Source: an optimization exercise on an open RTL-to-GDS flow (aim: a short achievable clock period and few clock cycles per item). Production flows keep margins and buffers that such runs may drop.
Function was checked by simulation only, so behaviour that the tests miss may differ from the original.
Power and IR drop assume default switching activity.

--- flow/run.sh ---
#!/bin/bash
# synth_recipe.tcl (not shown) runs the flow's synth.tcl, then flattens the netlist and writes it again
# the make line also repeats each setting of config.mk as NAME=value (left out here)
make -C /OpenROAD-flow-scripts/flow DESIGN_CONFIG=/design/flow/config.mk WORK_HOME=/design/flow/orfs CLKGATE_MAP_FILE= SYNTH_SCRIPT=/design/flow/synth_recipe.tcl finish
--- flow/config.mk ---
export PLATFORM = sky130hd
export DESIGN_NAME = dcache
export DESIGN_NICKNAME = dcache
export VERILOG_FILES = /design/flow/design.v
export SDC_FILE = /design/flow/constraint.sdc
export NUM_CORES = 4
export LEC_CHECK = 0
export CAP_MARGIN = 20
export CORE_MARGIN = 2
export CORE_UTILIZATION = 25
export PLACE_DENSITY = 0.45
export SLEW_MARGIN = 20
--- flow/constraint.sdc ---
create_clock -name core_clock -period 10.0 [get_ports {clock}]
set_input_delay 2.0000 -clock core_clock [delete_from_list [all_inputs] [get_ports {clock}]]
set_output_delay 2.0000 -clock core_clock [all_outputs]
set_load 0.01 [all_outputs]
--- flow/design.v ---
package dcache_pkg;
    typedef logic [31:0]  addr_t;       
    typedef logic [63:0]  data_t;       
    typedef logic [7:0]   strb_t;       
    typedef logic [511:0] line_t;       
    typedef logic [2:0]   word_idx_t;   
    typedef logic [2:0]   size_t;       
    localparam int addr_bits      = 32;   
    localparam int data_bits      = 64;   
    localparam int words_per_line = 8;
    localparam int offset_bits    = 6;   
    localparam int default_sets = 2;
    localparam int default_ways = 2;
    localparam size_t size_byte  = 3'd1;
    localparam size_t size_half  = 3'd2;
    localparam size_t size_word  = 3'd4;
    localparam size_t size_dword = 3'd7;
    typedef struct packed {
        logic  read;
        logic  write;
        addr_t addr;
        size_t size;
        data_t wdata;
    } cpu_req_t;
    typedef struct packed {
        logic  valid;
        addr_t addr;
    } axi_ar_t;
    typedef struct packed {
        logic  valid;
        logic  last;
        data_t data;
    } axi_r_t;
    typedef struct packed {
        logic  valid;
        addr_t addr;
    } axi_aw_t;
    typedef struct packed {
        logic  valid;
        data_t data;
        strb_t strb;
        logic  last;
    } axi_w_t;
    typedef struct packed {
        logic       valid;
        logic [1:0] resp;
    } axi_b_t;
    typedef enum logic [3:0] {
        st_idle,
        st_lookup,
        st_evict_check,
        st_write_back,
        st_wait_back,
        st_fill,
        st_merge,
        st_respond,
        st_release
    } ctrl_state_e;
endpackage
`timescale 1ns/1ps
module tag_store #(
    parameter int num_sets = dcache_pkg::default_sets,
    parameter int num_ways = dcache_pkg::default_ways
) (
    input  logic                        clock,
    input  logic                        reset,
    input  dcache_pkg::addr_t           addr,
    input  logic                        lookup,
    input  logic                        alloc,
    input  logic                        mark_dirty,
    output logic                        hit,
    output logic [$clog2(num_ways)-1:0] hit_way,
    output logic                        victim_dirty,
    output dcache_pkg::addr_t           victim_addr
);
    localparam int set_bits = $clog2(num_sets);
    localparam int way_bits = $clog2(num_ways);
    localparam int tag_bits = dcache_pkg::addr_bits - dcache_pkg::offset_bits - set_bits;
    typedef logic [tag_bits-1:0] tag_t;
    typedef logic [way_bits-1:0] way_t;
    tag_t                tags  [num_sets][num_ways];
    logic [num_ways-1:0] valid [num_sets];
    logic [num_ways-1:0] dirty [num_sets];
    logic [set_bits-1:0] set_idx;
    tag_t                tag;
    way_t                match_way;
    way_t                free_way;
    logic                has_free;
    way_t                rr_ptr;    
    way_t                victim;    
    assign set_idx = addr[dcache_pkg::offset_bits +: set_bits];
    assign tag     = addr[dcache_pkg::addr_bits-1 -: tag_bits];
    always_comb begin
        hit       = 1'b0;
        match_way = '0;
        has_free  = 1'b0;
        free_way  = '0;
        for (int i = num_ways - 1; i >= 0; i--) begin
            if (valid[set_idx][i] && tags[set_idx][i] == tag) begin
                hit       = 1'b1;
                match_way = way_t'(i);
            end
            if (!valid[set_idx][i]) begin
                has_free = 1'b1;
                free_way = way_t'(i);
            end
        end
    end
    always_ff @(posedge clock) begin
        if (reset) begin
            for (int s = 0; s < num_sets; s++) begin
                valid[s] <= '0;
                dirty[s] <= '0;
            end
            rr_ptr <= '0;
            victim <= '0;
        end else begin
            if (lookup) begin
                victim <= has_free ? free_way : rr_ptr;
            end
            if (alloc) begin
                valid[set_idx][victim] <= 1'b1;
                dirty[set_idx][victim] <= 1'b0;
                if (!has_free) begin
                    rr_ptr <= (rr_ptr == way_t'(num_ways - 1)) ? '0 : rr_ptr + 1'b1;
                end
            end
            if (mark_dirty && hit) begin
                dirty[set_idx][match_way] <= 1'b1;
            end
        end
    end
    always_ff @(posedge clock) begin
        if (alloc) begin
            tags[set_idx][victim] <= tag;
        end
    end
    assign hit_way      = hit ? match_way : victim;   
    assign victim_dirty = valid[set_idx][victim] && dirty[set_idx][victim];
    assign victim_addr  = {tags[set_idx][victim], set_idx, {dcache_pkg::offset_bits{1'b0}}};
endmodule
`timescale 1ns/1ps
module line_store #(
    parameter int num_sets = dcache_pkg::default_sets,
    parameter int num_ways = dcache_pkg::default_ways
) (
    input  logic                        clock,
    input  logic                        reset,
    input  dcache_pkg::addr_t           addr,
    input  logic [$clog2(num_ways)-1:0] line_way,
    input  dcache_pkg::size_t           size,
    input  dcache_pkg::data_t           wdata,
    input  logic                        word_write,
    output dcache_pkg::data_t           rdata,
    input  dcache_pkg::axi_r_t          fill_beat,
    input  logic                        fill_accept,
    output dcache_pkg::data_t           drain_data,
    input  logic                        drain_advance
);
    localparam int set_bits  = $clog2(num_sets);
    localparam int word_bits = dcache_pkg::data_bits;
    dcache_pkg::line_t lines [num_sets][num_ways];
    logic [set_bits-1:0]   set_idx;
    dcache_pkg::word_idx_t word_idx;
    dcache_pkg::word_idx_t fill_cnt;    
    dcache_pkg::word_idx_t drain_cnt;
    dcache_pkg::data_t     word;
    dcache_pkg::data_t     mask;
    assign set_idx  = addr[dcache_pkg::offset_bits +: set_bits];
    assign word_idx = addr[dcache_pkg::offset_bits-1:3];
    assign word     = lines[set_idx][line_way][word_idx*word_bits +: word_bits];
    always_comb begin
        case (size)
            dcache_pkg::size_byte:  mask = 64'h0000_0000_0000_00ff;
            dcache_pkg::size_half:  mask = 64'h0000_0000_0000_ffff;
            dcache_pkg::size_word:  mask = 64'h0000_0000_ffff_ffff;
            dcache_pkg::size_dword: mask = 64'hffff_ffff_ffff_ffff;
            default:                mask = '0;
        endcase
    end
    assign rdata = word & mask;   
    always_ff @(posedge clock) begin
        if (fill_accept) begin
            lines[set_idx][line_way][fill_cnt*word_bits +: word_bits] <= fill_beat.data;
        end else if (word_write) begin
            lines[set_idx][line_way][word_idx*word_bits +: word_bits] <=
                (word & ~mask) | (wdata & mask);
        end
    end
    always_ff @(posedge clock) begin
        if (reset) begin
            fill_cnt  <= '0;
            drain_cnt <= '0;
        end else begin
            if (fill_accept) begin
                fill_cnt <= fill_cnt + 1'b1;
            end
            if (drain_advance) begin
                drain_cnt <= drain_cnt + 1'b1;
            end
        end
    end
    assign drain_data = lines[set_idx][line_way][drain_cnt*word_bits +: word_bits];
endmodule
`timescale 1ns/1ps
module axi_burst_master (
    input  logic                clock,
    input  logic                reset,
    input  logic                start_read,
    input  logic                start_write,
    input  dcache_pkg::addr_t   line_addr,
    output dcache_pkg::axi_ar_t ar,
    input  logic                arready,
    input  dcache_pkg::axi_r_t  r,
    output logic                rready,
    output logic                fill_accept,
    output dcache_pkg::axi_aw_t aw,
    input  logic                awready,
    output dcache_pkg::axi_w_t  w,
    input  logic                wready,
    input  dcache_pkg::data_t   drain_data,
    output logic                drain_advance,
    input  dcache_pkg::axi_b_t  b,
    output logic                bready,
    output logic                fill_done,
    output logic                drain_done
);
    dcache_pkg::addr_t     line_base;
    dcache_pkg::addr_t     ar_addr;
    dcache_pkg::addr_t     aw_addr;
    logic                  ar_valid;
    logic                  aw_valid;
    logic                  w_valid;
    logic                  w_last;
    logic                  r_fire;
    logic                  w_fire;
    logic                  b_fire;
    dcache_pkg::word_idx_t wr_cnt;   
    assign line_base = {line_addr[dcache_pkg::addr_bits-1:dcache_pkg::offset_bits],
                        {dcache_pkg::offset_bits{1'b0}}};
    assign r_fire = r.valid && rready;
    assign w_fire = w_valid && wready;
    assign b_fire = b.valid && bready;
    assign w_last = (wr_cnt == dcache_pkg::word_idx_t'(dcache_pkg::words_per_line - 1));
    always_ff @(posedge clock) begin
        if (reset) begin
            ar_valid   <= 1'b0;
            aw_valid   <= 1'b0;
            w_valid    <= 1'b0;
            rready     <= 1'b0;
            bready     <= 1'b0;
            wr_cnt     <= '0;
            fill_done  <= 1'b0;
            drain_done <= 1'b0;
        end else begin
            fill_done  <= r_fire && r.last;
            drain_done <= b_fire;   
            if (start_read) begin
                ar_valid <= 1'b1;
                rready   <= 1'b1;
            end else begin
                if (ar_valid && arready) ar_valid <= 1'b0;
                if (r_fire && r.last) rready <= 1'b0;
            end
            if (start_write) begin
                aw_valid <= 1'b1;
                w_valid  <= 1'b1;
                wr_cnt   <= '0;
            end else begin
                if (aw_valid && awready) aw_valid <= 1'b0;
                if (w_fire) begin
                    wr_cnt <= wr_cnt + 1'b1;
                    if (w_last) begin
                        w_valid <= 1'b0;
                        bready  <= 1'b1;
                    end
                end
                if (b_fire) bready <= 1'b0;
            end
        end
    end
    always_ff @(posedge clock) begin
        if (start_read) ar_addr <= line_base;
        if (start_write) aw_addr <= line_base;
    end
    assign ar.valid = ar_valid;
    assign ar.addr  = ar_addr;
    assign aw.valid = aw_valid;
    assign aw.addr  = aw_addr;
    assign w.valid  = w_valid;
    assign w.data   = drain_data;
    assign w.strb   = '1;
    assign w.last   = w_last;
    assign fill_accept   = r_fire;
    assign drain_advance = w_fire;   
endmodule
`timescale 1ns/1ps
module dcache_control (
    input  logic                 clock,
    input  logic                 reset,
    input  dcache_pkg::cpu_req_t req,
    output logic                 ack,
    input  logic                 hit,
    input  logic                 victim_dirty,
    output logic                 lookup,
    output logic                 alloc,
    output logic                 mark_dirty,
    output logic                 word_write,
    output logic                 start_read,
    output logic                 start_write,
    input  logic                 fill_done,
    input  logic                 drain_done
);
    dcache_pkg::ctrl_state_e state;
    dcache_pkg::ctrl_state_e next_state;
    logic is_write;      
    logic req_active;
    assign req_active = req.read || req.write;
    always_ff @(posedge clock) begin
        if (reset) begin
            state    <= dcache_pkg::st_idle;
            is_write <= 1'b0;
        end else begin
            state <= next_state;
            if (state == dcache_pkg::st_idle && req_active) begin
                is_write <= req.write;
            end
        end
    end
    always_comb begin
        next_state  = state;
        lookup      = 1'b0;
        alloc       = 1'b0;
        mark_dirty  = 1'b0;
        word_write  = 1'b0;
        start_read  = 1'b0;
        start_write = 1'b0;
        case (state)
            dcache_pkg::st_idle: begin
                if (req_active) begin
                    next_state = dcache_pkg::st_lookup;
                end
            end
            dcache_pkg::st_lookup: begin
                lookup = 1'b1;   
                if (hit) begin
                    next_state = is_write ? dcache_pkg::st_merge : dcache_pkg::st_respond;
                end else begin
                    next_state = dcache_pkg::st_evict_check;
                end
            end
            dcache_pkg::st_evict_check: begin
                if (victim_dirty) begin
                    next_state = dcache_pkg::st_write_back;
                end else begin
                    start_read = 1'b1;   
                    next_state = dcache_pkg::st_fill;
                end
            end
            dcache_pkg::st_write_back: begin
                start_write = 1'b1;
                next_state  = dcache_pkg::st_wait_back;
            end
            dcache_pkg::st_wait_back: begin
                if (drain_done) begin
                    start_read = 1'b1;
                    next_state = dcache_pkg::st_fill;
                end
            end
            dcache_pkg::st_fill: begin
                if (fill_done) begin
                    alloc      = 1'b1;   
                    next_state = is_write ? dcache_pkg::st_merge : dcache_pkg::st_respond;
                end
            end
            dcache_pkg::st_merge: begin
                word_write = 1'b1;
                mark_dirty = 1'b1;
                next_state = dcache_pkg::st_respond;
            end
            dcache_pkg::st_respond: begin
                next_state = dcache_pkg::st_release;
            end
            dcache_pkg::st_release: begin
                if (!req_active) begin
                    next_state = dcache_pkg::st_idle;
                end
            end
            default: begin
                next_state = dcache_pkg::st_idle;
            end
        endcase
    end
    assign ack = (state == dcache_pkg::st_respond) || (state == dcache_pkg::st_release);
endmodule
`timescale 1ns/1ps
module dcache_top #(
    parameter int num_sets = dcache_pkg::default_sets,
    parameter int num_ways = dcache_pkg::default_ways
) (
    input  logic                clock,
    input  logic                reset,
    input  dcache_pkg::cpu_req_t req,
    output logic                ack,
    output dcache_pkg::data_t   rdata,
    output dcache_pkg::axi_ar_t ar,
    input  logic                arready,
    input  dcache_pkg::axi_r_t  r,
    output logic                rready,
    output dcache_pkg::axi_aw_t aw,
    input  logic                awready,
    output dcache_pkg::axi_w_t  w,
    input  logic                wready,
    input  dcache_pkg::axi_b_t  b,
    output logic                bready
);
    logic hit;
    logic victim_dirty;
    logic lookup;
    logic alloc;
    logic mark_dirty;
    logic word_write;
    logic start_read;
    logic start_write;
    logic fill_done;
    logic drain_done;
    logic fill_accept;
    logic drain_advance;
    logic [$clog2(num_ways)-1:0] hit_way;
    dcache_pkg::addr_t victim_addr;
    dcache_pkg::addr_t line_addr;
    dcache_pkg::data_t drain_data;
    assign line_addr = start_write ? victim_addr : req.addr;
    dcache_control u_control (
        .clock        (clock),
        .reset        (reset),
        .req          (req),
        .ack          (ack),
        .hit          (hit),
        .victim_dirty (victim_dirty),
        .lookup       (lookup),
        .alloc        (alloc),
        .mark_dirty   (mark_dirty),
        .word_write   (word_write),
        .start_read   (start_read),
        .start_write  (start_write),
        .fill_done    (fill_done),
        .drain_done   (drain_done)
    );
    tag_store #(
        .num_sets (num_sets),
        .num_ways (num_ways)
    ) u_tags (
        .clock        (clock),
        .reset        (reset),
        .addr         (req.addr),
        .lookup       (lookup),
        .alloc        (alloc),
        .mark_dirty   (mark_dirty),
        .hit          (hit),
        .hit_way      (hit_way),
        .victim_dirty (victim_dirty),
        .victim_addr  (victim_addr)
    );
    line_store #(
        .num_sets (num_sets),
        .num_ways (num_ways)
    ) u_lines (
        .clock         (clock),
        .reset         (reset),
        .addr          (req.addr),
        .line_way      (hit_way),
        .size          (req.size),
        .wdata         (req.wdata),
        .word_write    (word_write),
        .rdata         (rdata),
        .fill_beat     (r),
        .fill_accept   (fill_accept),
        .drain_data    (drain_data),
        .drain_advance (drain_advance)
    );
    axi_burst_master u_master (
        .clock         (clock),
        .reset         (reset),
        .start_read    (start_read),
        .start_write   (start_write),
        .line_addr     (line_addr),
        .ar            (ar),
        .arready       (arready),
        .r             (r),
        .rready        (rready),
        .fill_accept   (fill_accept),
        .aw            (aw),
        .awready       (awready),
        .w             (w),
        .wready        (wready),
        .drain_data    (drain_data),
        .drain_advance (drain_advance),
        .b             (b),
        .bready        (bready),
        .fill_done     (fill_done),
        .drain_done    (drain_done)
    );
endmodule
`timescale 1ns/1ps
module dcache (
    input  logic        clock,
    input  logic        reset,
    input  logic        req_read,
    input  logic        req_write,
    input  logic [31:0] req_addr,
    input  logic [2:0]  req_size,
    input  logic [63:0] req_wdata,
    output logic        ack,
    output logic [63:0] rdata,
    output logic        ar_valid,
    output logic [31:0] ar_addr,
    input  logic        arready,
    input  logic        r_valid,
    input  logic        r_last,
    input  logic [63:0] r_data,
    output logic        rready,
    output logic        aw_valid,
    output logic [31:0] aw_addr,
    input  logic        awready,
    output logic        w_valid,
    output logic [63:0] w_data,
    output logic [7:0]  w_strb,
    output logic        w_last,
    input  logic        wready,
    input  logic        b_valid,
    input  logic [1:0]  b_resp,
    output logic        bready
);
    dcache_pkg::cpu_req_t req;
    dcache_pkg::axi_ar_t  ar;
    dcache_pkg::axi_r_t   r;
    dcache_pkg::axi_aw_t  aw;
    dcache_pkg::axi_w_t   w;
    dcache_pkg::axi_b_t   b;
    assign req.read  = req_read;
    assign req.write = req_write;
    assign req.addr  = req_addr;
    assign req.size  = req_size;
    assign req.wdata = req_wdata;
    assign r.valid = r_valid;
    assign r.last  = r_last;
    assign r.data  = r_data;
    assign b.valid = b_valid;
    assign b.resp  = b_resp;
    assign ar_valid = ar.valid;
    assign ar_addr  = ar.addr;
    assign aw_valid = aw.valid;
    assign aw_addr  = aw.addr;
    assign w_valid  = w.valid;
    assign w_data   = w.data;
    assign w_strb   = w.strb;
    assign w_last   = w.last;
    dcache_top u_top (
        .clock   (clock),
        .reset   (reset),
        .req     (req),
        .ack     (ack),
        .rdata   (rdata),
        .ar      (ar),
        .arready (arready),
        .r       (r),
        .rready  (rready),
        .aw      (aw),
        .awready (awready),
        .w       (w),
        .wready  (wready),
        .b       (b),
        .bready  (bready)
    );
endmodule
==> results.yml <==
outcome:
  status: "complete, no violations"
route:
  vias: 63891
  met2_length_um: 201000
  finalWirelength_um: 410000
  drtAntennaViolNets: 0
  top_layer_used: "met5"
  viasPerCell: 5.33
  dr.pass1.iters: 6
  post_drt_wl_per_cell_um: 34.2
  m1WireLength_um: 163000
  wl_met3_um: 29900
  remaining_drc_errors: 0
  drt_iter0_drc: 7847
final_layout:
  drive_above_1_share_pct: 21.1
  mostFrequentLayoutCells: "2,208 x edfxtp_1, 749 x nand2_1, 602 x mux4_2"
  area_growth_pct: 19.1
  final_common_cell: "edfxtp_1"
  fillers: 39156
  finalNetCount: 6709
  final_core_util_pct: 29.9
clocking:
  clk_path_buf_depth: 4
  cts-root-buf: "clkbuf_16"
  cts_tree: "built"
  cts-resized-gates: 0
  holdBufCountCts: 0
  postCtsSetupRepairBufs: 0
  cts_buffers: 266
  insertion_delay_ps: 920
  htreeDepth: 5
  clk_pin_slew_ps: 60
  cts.sinks: 2231
power:
  ir_drop_uv: 108
  power_density_nw_per_um2: 182
  p_leak_nw: 36.8
setup_path:
  crit_type: "in -> out"
  required_ps: 8000
  crit_path_max_fanout: 54
  crit_arrival_ps: 7360
  worstSetupStartpointType: "input pin"
  end_kind: "output port"
synthesis:
  synth-simple-area-share_pct: 5.52
  yosysWarnings: 4
  yosysUniqueCellTypes: 74
  syn_area_um2: 99800
  synth_compound_area_share_pct: 7.47
  synth_sequential_area_ratio_pct: 66.9
  synth_top_family_by_area: "multiplexers"
  synth_edf_count: 2208
  synth_xor_area_share_pct: 0.536
  synth-main-ff-cell: "edfxtp_1"
  synth_fa_ha_area_share_pct: 0.113
  synth_seq_cells: 2231
  synth_mux_area_share_pct: 16.9
  syn_avg_cell_area_um2: 16.2
  synth_cells: 6156
  synthArstFlopShare_pct: 0
sta:
  rsz0062_at_grt: "no"
  slew-limit-headroom_pct: 21.6
  fin_tns_setup_ps: 0
  hold_ws_ps: 479
  timing.final.crit_period_ps: 9360
  hold_viol: 0
  fmax_mhz: 107
  setup_violations: 0
  skew_ps: 82.3
  period_share_pct: 93.6
  final_max_slew_viol_count: 0
  worstMarginPinSlew_ps: 1180
floorplan:
  dieWidth_um: 636
  io_pins: 382
  start_util_pct: 25.2
  rows: 231
  core_um2: 397000
  die-area_um2: 404000
  die_h_um: 636
global_routing:
  antenna_found_initial: 40
  grt-ovfl-total: 0
  grt_usage_pct: 19.6
  grt_max_degree: 122
  grt_pass1_wl_um: 550000
  grt_pass1_vias: 63340
placement:
  portBuffers: 356
  hpwl_um: 243000
  gp_congestion: 0.799
flow_run:
  drv_cap: 0
worst_hold_path:
  min_path_type: "reg -> reg"
[state kept, by name, indices dropped and copies added, names as in the netlist]
signal and count:
u_top.u_master.bready 1, u_top.u_master.ar_addr 26, u_top.u_lines.fill_cnt 3, u_top.u_master.drain_done 1, u_top.u_control.state 4, u_top.u_tags.valid 4, u_top.u_lines.lines 2048, u_top.u_master.fill_done 1
u_top.u_tags.rr_ptr 1, u_top.u_lines.drain_cnt 3, u_top.u_master.aw_addr 26, u_top.u_tags.victim 1, u_top.u_master.rready 1, u_top.u_master.w_valid 1, u_top.u_master.wr_cnt 3, u_top.u_tags.dirty 4
u_top.u_master.aw_valid 1, u_top.u_tags.tags 100, u_top.u_control.is_write 1, u_top.u_master.ar_valid 1
[kinds of logic (layout without fill, tap and decap cells)]
kind of cell	after synthesis	in the layout
buffers and inverters	523	1068
AO/OA/AOI/OAI	1130	1130
flip-flops	2231	2231
other	2	38
XOR/XNOR	61	61
adder cells (fa/ha/maj)	9	9
AND/OR/NAND/NOR	1282	1282
multiplexers	918	918
[metal layers]
layer,up-vias,track usage (%)
met2,3270,33.4
met5,-,0
met1,34411,25.1
met4,6,6.79
met3,689,3.29
li1,25515,-
[cell usage after synthesis (26+ instances only)]
| cell | number | area (um2) |
|---|---|---|
| nand3_1 | 93 | 465 |
| and3_1 | 26 | 163 |
| nor2_1 | 181 | 679 |
| nor2b_1 | 27 | 169 |
| a22oi_1 | 177 | 1330 |
| and2_1 | 32 | 200 |
| edfxtp_1 | 2208 | 66300 |
| buf_4 | 30 | 225 |
| buf_6 | 40 | 450 |
| o22ai_1 | 44 | 275 |
| o21ai_1 | 217 | 1090 |
| buf_1 | 100 | 375 |
| mux4_2 | 602 | 13600 |
| a211oi_1 | 37 | 278 |
| nand4_1 | 29 | 181 |
| clkbuf_1 | 309 | 1160 |
| mux2_2 | 67 | 754 |
| xnor2_1 | 54 | 473 |
| nand2b_1 | 26 | 163 |
| nand2_1 | 761 | 2860 |
| nor4_1 | 30 | 188 |
| nor3_1 | 58 | 290 |
| a22o_1 | 99 | 867 |
| o21ai_0 | 226 | 1130 |
| mux2i_1 | 246 | 2460 |
| a21oi_1 | 117 | 586 |
| a32o_1 | 36 | 360 |
[power breakdown]
part           internal [mW]  switching (mW)  leakage (nW)
Clock                   5.51            3.97          4.09
Combinational          0.702            1.21          12.1
Sequential              10.2          0.0192          20.7
[per-stage QoR]
| stage | worst slack [ps] | instance area (um2) | std cells | power [mW] |
|---|---|---|---|---|
| 6_report | 643 | 119000 | 11979 | 21.7 |
| 5_1_grt | 337 | 119000 | 11968 | 22.3 |
| 4_1_cts | 446 | 119000 | 11961 | 21.8 |
| 3_5_place_dp | 477 | 110000 | 11499 | 12.4 |
| 3_3_place_gp | 471 | 110000 | 11493 | 12.4 |
| 2_1_floorplan | 708 | 99800 | 6174 | 11.5 |
[worst max-delay path: stages]
cell,delay [ps]
buf_8,430
mux2i_1,330
xnor2_1,150
nor4_1,350
nand4_1,380
o21ba_2,360
nor2_4,520
buf_12,350
buf_12,260
mux4_2,570
a22oi_1,190
nand3_1,130
a221oi_2,490
nor2_1,220
clkdlybuf4s50_1,530
[path summary, 6_finish.rpt]
path	from	end	slack, ps	cells past startpoint
setup reg to reg	u_top.u_tags.tags[3][22]	u_top.u_lines.lines[2][76]	4310	15
setup / recovery	req_addr[6]	rdata[10]	640	15
hold reg to reg	u_top.u_master.rready	u_top.u_master.rready	480	2
hold / removal	u_top.u_master.rready	u_top.u_master.rready	480	2
[area by class of cell]
type | count | area (um2) | area share (%)
flip-flops and latches | 2231 | 66800 | 56.2
clock inverters | 145 | 1340 | 1.13
clock buffers | 317 | 7030 | 5.92
inverters | 10 | 45.0 | 0.0379
repair buffers | 596 | 5950 | 5.01
multi-input cells | 3420 | 31000 | 26.1
well taps | 5242 | 6560 | 5.52
diodes | 18 | 45.0 | 0.0379
Testbench counts, summed over its fixed seeds: cycles 182,235, requests 12,000.

[static timing again, ports no longer ideal]
No port has a modelled driver above. Below, the same layout with a new extraction and two added sets of constraints. Step 1 sets driving cells, clkbuf_16 on the clock port and buf_2 on the other inputs (assumed; they add their load-dependent delay and slew). Step 2 moves the port delays by t, midway between the first and last clock arrival at a register: inputs arrive t later, outputs are due t later. That takes back most of the time a late clock gives input paths. a / b / c = ideal ports / drivers / drivers and shift; a / b = the first two.
t (ns): 0.994
slack for setup (ns): 0.643 / 0.589 / 0.589
latest minus earliest clock arrival (ns): 0.085 / 0.085
After both steps setup and hold are still met in this run. The setup slack of this run moves by -0.054 ns with the drivers and by -0.054 ns with both steps.
